Background: an optimization exercise with open tools, aiming at small area, a short achievable clock period and few clock cycles. Do not read the settings as production practice. RTL that was checked went through simulation tests only; none was proved equivalent to the original. No activity file was given, so power comes from the tool's default toggle rates.

Setup of v17:
// cmac_ctrl
module cmac_ctrl #(
  parameter int unsigned TIMEOUT_CYCLES = 64
) (
  input  logic         CLK,
  input  logic         Rst_n,
  input  logic         start,
  input  logic [127:0] key,
  input  logic         msg_valid,
  output logic         msg_ready,
  input  logic [127:0] msg_data,
  input  logic         msg_last,
  input  logic [4:0]   msg_bytes,
  output logic [127:0] mac,
  output logic         mac_valid,
  output logic         busy,
  output logic         error,
  output logic         aes_ld,
  output logic [127:0] aes_key,
  output logic [127:0] aes_text_in,
  input  logic [127:0] aes_text_out,
  input  logic         aes_done
);
For scale: about 1200 cells after synthesis, ~280 flip-flops, ~780 I/O pins.
Settings: LEC_CHECK=0, CAP_MARGIN=20, CORE_MARGIN=2, CORE_UTILIZATION=40, SETUP_SLACK_MARGIN=2.1, SLEW_MARGIN=20; clock period 4.5 ns.
standard.sh (not shown) runs the stock make flow with config.mk's settings and CLKGATE_MAP_FILE= SYNTH_SCRIPT=/design/flow/synth_recipe.tcl, a recipe that flattens the netlist after the stock synthesis.
==> flow/flow/run.sh <==
#!/bin/bash
# Standard ORFS layout, with two changes to what it is given:
#  - the smallest buffer on each port instead of the delay cell that
#    buffer_ports picks by default;
#  - I/O pins may sit on adjacent routing tracks, so a small die still has
#    room for all 784 pins.
set -euo pipefail
export BUFFER_PORTS_ARGS="-buffer_cell sky130_fd_sc_hd__buf_1"
export PLACE_PINS_ARGS="-min_distance 1 -min_distance_in_tracks"
bash standard.sh > standard.log 2>&1
> inputs changed (v17 -> v27)
- SETUP_SLACK_MARGIN no longer set, was 2.1
==> results.txt <==
Between v17 and v27, the flip-flop and latch share of the layout cell area figures differ only marginally.
Re post-route cell area: v27 is 0.37% down on v17.
Re depth of the critical timing path with buffers and inverters included: v27 is 1 down on v17.
v27 vs. v17: clock-buffer cell count grew by 3, normalized max-slew margin shrank by 6.6 points.
As of v27, total length of routed met2 wires had fallen by a few percent compared to v17.
Of v27 and v17, the run reporting the lower core utilization was v27.
Clock power (lower): v17
Per the comparison of v27 with v17, smallest hold slack +0.027 ns; final period utilization +11 points; setup slack -0.52 ns.
Inputs modified between v27 and v32:
==> flow/flow/run.sh <==
#!/bin/bash
# Standard ORFS layout, but with the smallest buffer on each port instead of
# the delay cell buffer_ports picks by default.
set -euo pipefail
export BUFFER_PORTS_ARGS="-buffer_cell sky130_fd_sc_hd__buf_1"
bash standard.sh > standard.log 2>&1
### Flow results
- Every run in v32 and v27 closed cleanly, with the single exception of v32.
- v32 did not finish; the tool stopped in I/O pin placement (3_2_place_iop) with error PPL-0024.
- Synthesized-area fraction occupied by adder cells: v32 vs v27 identical
- From v27 to v32 the numbers moved as follows: post-synthesis instance total closely matched the old numbers, count of cell types in the netlist barely changed, post-synthesis share of cell area spent on and, or, nand and nor gates saw little to no change, height of the die about even.
- Comparing v27 against v32, there is no change at all in share of cell area taken by muxes after synthesis.
- Diff v27..v32 | synthesized area | unchanged
No run of this note included a check of the RTL's function; only the layout flow was run.

---

== job 3096 ==
The RTL this note starts from:
==> flow/design.v <==
package cmac_pkg;
  localparam int S_IDLE = 0;   
  localparam int S_W0   = 1;   
  localparam int S_W    = 2;   
  localparam int S_LDB  = 3;   
  localparam int S_OP   = 4;   
  localparam int S_OPP  = 5;   
  localparam int S_OPPL = 6;   
  localparam int S_LDL  = 7;   
  localparam int S_LOP  = 8;   
  localparam int S_LDF  = 9;   
  localparam int S_FOP  = 10;  
  localparam int NST    = 11;
  localparam logic [127:0] RB = 128'h87;
  function automatic logic [127:0] dbl(input logic [127:0] v);
    dbl = {v[126:0], 1'b0} ^ (v[127] ? RB : 128'h0);
  endfunction
endpackage
module cmac_subkey_gen (
  input  logic [127:0] l,
  output logic [127:0] k1,
  output logic [127:0] k2
);
  always_comb begin
    k1 = cmac_pkg::dbl(l);
    k2 = cmac_pkg::dbl(k1);
  end
endmodule
module cmac_ctrl #(
  parameter int unsigned TIMEOUT_CYCLES = 64
) (
  input  logic         CLK,
  input  logic         Rst_n,
  input  logic         start,
  input  logic [127:0] key,
  input  logic         msg_valid,
  output logic         msg_ready,
  input  logic [127:0] msg_data,
  input  logic         msg_last,
  input  logic [4:0]   msg_bytes,
  output logic [127:0] mac,
  output logic         mac_valid,
  output logic         busy,
  output logic         error,
  output logic         aes_ld,
  output logic [127:0] aes_key,
  output logic [127:0] aes_text_in,
  input  logic [127:0] aes_text_out,
  input  logic         aes_done
);
  localparam int unsigned CNT_W = $clog2(TIMEOUT_CYCLES);
  localparam logic [CNT_W-1:0] CNT_LAST = CNT_W'(TIMEOUT_CYCLES - 2);
  logic [cmac_pkg::NST-1:0] st_r, st_d;
  logic [127:0] key_r;
  logic [127:0] acc_r, acc_d;
  logic         full_r;
  logic [CNT_W-1:0] cnt_r;
  logic         ld_r, rdy_r, busy_r, mv_r, err_r;
  logic         ld_d, rdy_d;
  logic [15:0]  txt_r, txt_d;
  function automatic int no_ld(input int i);
    case (i)
      0:       no_ld = cmac_pkg::S_IDLE;
      1:       no_ld = cmac_pkg::S_W0;
      2:       no_ld = cmac_pkg::S_W;
      3:       no_ld = cmac_pkg::S_OP;
      4:       no_ld = cmac_pkg::S_OPP;
      5:       no_ld = cmac_pkg::S_OPPL;
      6:       no_ld = cmac_pkg::S_LOP;
      default: no_ld = cmac_pkg::S_FOP;
    endcase
  endfunction
  logic         tmo_r, tmo_d;
  logic [CNT_W-1:0] cnt_d;
  logic         waiting, timeout, hold, take, start_ok, full, padded;
  logic [127:0] k1, k2;
  logic [15:0]  keep_b, pad_b;
  logic [127:0] msk_m, pad_m;
  logic         acc_t, acc_k1, acc_k2;
  logic         sel_a_r, sel_t_r, sel_k1_r, sel_k2_r;
  logic         sel_a_d, sel_t_d, sel_k1_d, sel_k2_d;
  assign aes_key     = key_r;
  assign aes_ld      = ld_r;
  assign mac         = acc_r;
  assign mac_valid   = mv_r;
  assign busy        = busy_r;
  assign error       = err_r;
  assign msg_ready   = rdy_r;
  cmac_subkey_gen u_subkey (
    .l  (aes_text_out),
    .k1 (k1),
    .k2 (k2)
  );
  always_comb begin
    full   = msg_bytes[4];
    padded = msg_last && !full;
    for (int i = 0; i < 16; i++) begin
      keep_b[i] = !padded || (4'(i) < msg_bytes[3:0]);
      pad_b[i]  = padded && (4'(i) == msg_bytes[3:0]);
      msk_m[127-8*i -: 8] = {8{keep_b[i]}};
      pad_m[127-8*i -: 8] = {pad_b[i], 7'b0};
    end
  end
  always_comb begin
    timeout  = tmo_r && !aes_done;
    hold     = !aes_done && !tmo_r;
    take     = msg_valid && rdy_r;
    start_ok = start && st_r[cmac_pkg::S_IDLE];
    acc_t  = aes_done && sel_t_r;
    acc_k1 = aes_done && sel_k1_r;
    acc_k2 = aes_done && sel_k2_r;
    acc_d  = (acc_r & {128{sel_a_r}}) ^
             ((((msg_data & msk_m) | pad_m) & {128{take}}) |
              (aes_text_out & {128{acc_t}}) |
              (k1 & {128{acc_k1}}) | (k2 & {128{acc_k2}}));
    st_d = '0;
    st_d[cmac_pkg::S_IDLE] = (st_r[cmac_pkg::S_IDLE] && !start) ||
                             (st_r[cmac_pkg::S_FOP] && aes_done) || timeout;
    st_d[cmac_pkg::S_W0]   = start_ok;
    st_d[cmac_pkg::S_W]    = ((st_r[cmac_pkg::S_W0] || st_r[cmac_pkg::S_W]) && !take) ||
                             (st_r[cmac_pkg::S_OP] && aes_done);
    st_d[cmac_pkg::S_LDB]  = ((st_r[cmac_pkg::S_W0] || st_r[cmac_pkg::S_W]) && take && !msg_last) ||
                             (st_r[cmac_pkg::S_OPP] && aes_done);
    st_d[cmac_pkg::S_OP]   = (st_r[cmac_pkg::S_LDB] && !take) || (st_r[cmac_pkg::S_OP] && hold);
    st_d[cmac_pkg::S_OPP]  = (st_r[cmac_pkg::S_LDB] && take && !msg_last) ||
                             (st_r[cmac_pkg::S_OPP] && hold);
    st_d[cmac_pkg::S_OPPL] = (st_r[cmac_pkg::S_LDB] && take && msg_last) ||
                             (st_r[cmac_pkg::S_OPPL] && hold);
    st_d[cmac_pkg::S_LDL]  = ((st_r[cmac_pkg::S_W0] || st_r[cmac_pkg::S_W]) && take && msg_last) ||
                             (st_r[cmac_pkg::S_OPPL] && aes_done);
    st_d[cmac_pkg::S_LOP]  = st_r[cmac_pkg::S_LDL] || (st_r[cmac_pkg::S_LOP] && hold);
    st_d[cmac_pkg::S_LDF]  = st_r[cmac_pkg::S_LOP] && aes_done;
    st_d[cmac_pkg::S_FOP]  = st_r[cmac_pkg::S_LDF] || (st_r[cmac_pkg::S_FOP] && hold);
    sel_a_d  = st_d[cmac_pkg::S_W] || st_d[cmac_pkg::S_OPP] || st_d[cmac_pkg::S_OPPL] ||
               st_d[cmac_pkg::S_LDL] || st_d[cmac_pkg::S_LOP] || st_d[cmac_pkg::S_IDLE];
    sel_t_d  = st_d[cmac_pkg::S_OP] || st_d[cmac_pkg::S_OPP] || st_d[cmac_pkg::S_OPPL] ||
               st_d[cmac_pkg::S_FOP];
    sel_k1_d = st_d[cmac_pkg::S_LOP] && full_r;
    sel_k2_d = st_d[cmac_pkg::S_LOP] && !full_r;
    ld_d  = st_d[cmac_pkg::S_LDB] || st_d[cmac_pkg::S_LDL] || st_d[cmac_pkg::S_LDF];
    for (int g = 0; g < 16; g++) begin
      txt_d[g] = !st_d[cmac_pkg::S_LDL] && !st_d[no_ld(g % 8)];
      if (g >= 8) txt_d[g] = txt_d[g] && !st_d[no_ld((g + 3) % 8)];
    end
    for (int g = 0; g < 16; g++)
      aes_text_in[8*g +: 8] = acc_r[8*g +: 8] & {8{txt_r[g]}};
    cnt_d   = ld_r ? '0 : cnt_r + CNT_W'(1);
    waiting = st_d[cmac_pkg::S_OP] || st_d[cmac_pkg::S_OPP] || st_d[cmac_pkg::S_OPPL] ||
              st_d[cmac_pkg::S_LOP] || st_d[cmac_pkg::S_FOP];
    tmo_d   = waiting && (cnt_d == CNT_LAST);
    rdy_d = st_d[cmac_pkg::S_W0] || st_d[cmac_pkg::S_W] || st_d[cmac_pkg::S_LDB];
  end
  always_ff @(posedge CLK) begin
    acc_r <= acc_d;
    if (start_ok) key_r <= key;
    if (take && msg_last) full_r <= full;
    cnt_r <= cnt_d;
  end
  always_ff @(posedge CLK) begin
    if (!Rst_n) begin
      st_r   <= cmac_pkg::NST'(1) << cmac_pkg::S_IDLE;
      ld_r   <= 1'b0;
      txt_r  <= '0;
      sel_a_r  <= 1'b1;
      sel_t_r  <= 1'b0;
      sel_k1_r <= 1'b0;
      sel_k2_r <= 1'b0;
      rdy_r  <= 1'b0;
      busy_r <= 1'b0;
      mv_r   <= 1'b0;
      err_r  <= 1'b0;
      tmo_r  <= 1'b0;
    end else begin
      st_r   <= st_d;
      ld_r   <= ld_d;
      txt_r  <= txt_d;
      sel_a_r  <= sel_a_d;
      sel_t_r  <= sel_t_d;
      sel_k1_r <= sel_k1_d;
      sel_k2_r <= sel_k2_d;
      rdy_r  <= rdy_d;
      busy_r <= !st_d[cmac_pkg::S_IDLE];
      mv_r   <= st_r[cmac_pkg::S_FOP] && aes_done;
      err_r  <= timeout;
      tmo_r  <= tmo_d;
    end
  end
endmodule
==> flow/config.mk <==
export PLATFORM = sky130hd
export DESIGN_NAME = cmac_ctrl
export DESIGN_NICKNAME = cmac_ctrl
export VERILOG_FILES = /design/flow/design.v
export SDC_FILE = /design/flow/constraint.sdc
export NUM_CORES = 4
export LEC_CHECK = 0
export CAP_MARGIN = 20
export CORE_MARGIN = 2
export CORE_UTILIZATION = 55
export CTS_CLUSTER_DIAMETER = 100
export CTS_CLUSTER_SIZE = 24
export SETUP_SLACK_MARGIN = 2.3
export SLEW_MARGIN = 20
==> flow/constraint.sdc <==
create_clock -name core_clock -period 4.5 [get_ports {CLK}]
set_input_delay 0.9000 -clock core_clock [delete_from_list [all_inputs] [get_ports {CLK}]]
set_output_delay 0.9000 -clock core_clock [all_outputs]
set_load 0.01 [all_outputs]
==> flow/flow/run.sh <==
#!/bin/bash
# Standard ORFS layout, with two changes to what it is given:
#  - the smallest buffer on each port instead of the delay cell that
#    buffer_ports picks by default;
#  - I/O pins may sit on adjacent routing tracks, so a small die still has
#    room for all 784 pins.
set -euo pipefail
export BUFFER_PORTS_ARGS="-buffer_cell sky130_fd_sc_hd__buf_1"
export PLACE_PINS_ARGS="-min_distance 1 -min_distance_in_tracks"
bash standard.sh > standard.log 2>&1
Testbench counts of job 3096, summed over its fixed seeds: cycles 13,792.
Edits applied to the flow inputs when going from job 3096 to job 2544:
- SETUP_SLACK_MARGIN now 2.4, was 2.3
Against job 3096 as the reference, job 2544 delivers a lower post-route fraction of the period consumed by the critical path.
Number of global-route vias before repair (job 2544 vs. job 3096) increases by a few percent
Count of clock buffers in the final design in job 2544 is 8.0% above job 3096.
Combinational cell fraction of total power: lower on job 3096
Summary of job 2544 over job 3096: share of power burned in registers now smaller; overall power went up.
The following lists how job 3484 was set up differently from job 2544:
- CORE_UTILIZATION: 55 -> 50
- SETUP_SLACK_MARGIN: 2.4 -> 2.3
### Flow results
Relative to job 2544, the non-clock buffer count of job 3484 is lower by 0.62%. On first-pass GRT wire length: job 3484 sits below job 2544. Going from job 2544 to job 3484, the power per cell area was found to have gone up by about 1.7%. Summary of job 3484 over job 2544: via count shows a reduction of about 5%, largest clock skew in the final design shows a reduction of 0.011 ns. [job 3484 vs job 2544] multi-input combinational area share: lower in job 3484. Fraction of the cycle the final worst path needs: job 3484 vs job 2544 down 0.41 points. In the flow results for job 2544 and job 3484, the source-to-sink clock delay at the later pin of the worst-skew pair is smaller on job 3484. Sort job 2544 and job 3484 by die area desc -> top: job 3484. Job 3484: setup slack of the critical path after layout 0.018 ns above job 2544. NOTE: post-route minimum period in job 3484 falls short of that of job 2544.
Here is what was changed in the inputs of job 3147 compared with job 3484.
- SETUP_SLACK_MARGIN changed from 2.3 to 2.35
- CORE_UTILIZATION changed from 50 to 55
[summary]
- The master of the slowest instance on the critical path comes out dfxtp_1 in one run and dfxtp_4 in the other, namely in job 3484 and job 3147 respectively.
- Compared with job 3484, job 3147 is the more power-hungry design.
- Going from job 3484 to job 3147, met1 wire length shrinks by about 3%.
- Per the comparison of job 3147 with job 3484, setup slack of the critical path after layout has decreased; fraction of met2 tracks used by global routing has increased.

==> separate check: timing with driven ports <==
In the flow no input, the clock included, has a driving cell. The finished layouts below were timed again as built, in two steps.
Step 1 sets driving cells, clkbuf_16 on the clock port and buf_2 on the other inputs (assumed; they add their load-dependent delay and slew).
Step 2 also shifts input and output timing later by t, the mid clock arrival at the registers, as if the neighbouring blocks saw the same clock.
Slacks: no drivers / after step 1 / after step 2; pairs: no drivers / after step 1.
run	t (ns)	setup slack, ns	latest minus earliest clock arrival (ns)	pins driven straight from the clock port
v27	0.602	1.519 / 1.469 / 1.410	0.026 / 0.026	1
job 2544	0.556	2.329 / 2.278 / 1.905	0.020 / 0.020	1
job 3484	0.554	2.347 / 2.295 / 1.849	0.011 / 0.011	1
After both steps setup and hold are still met in every run listed. For job 3484, which loses most, drivers alone change the setup slack by -0.052 ns; drivers and shift together by -0.498 ns.
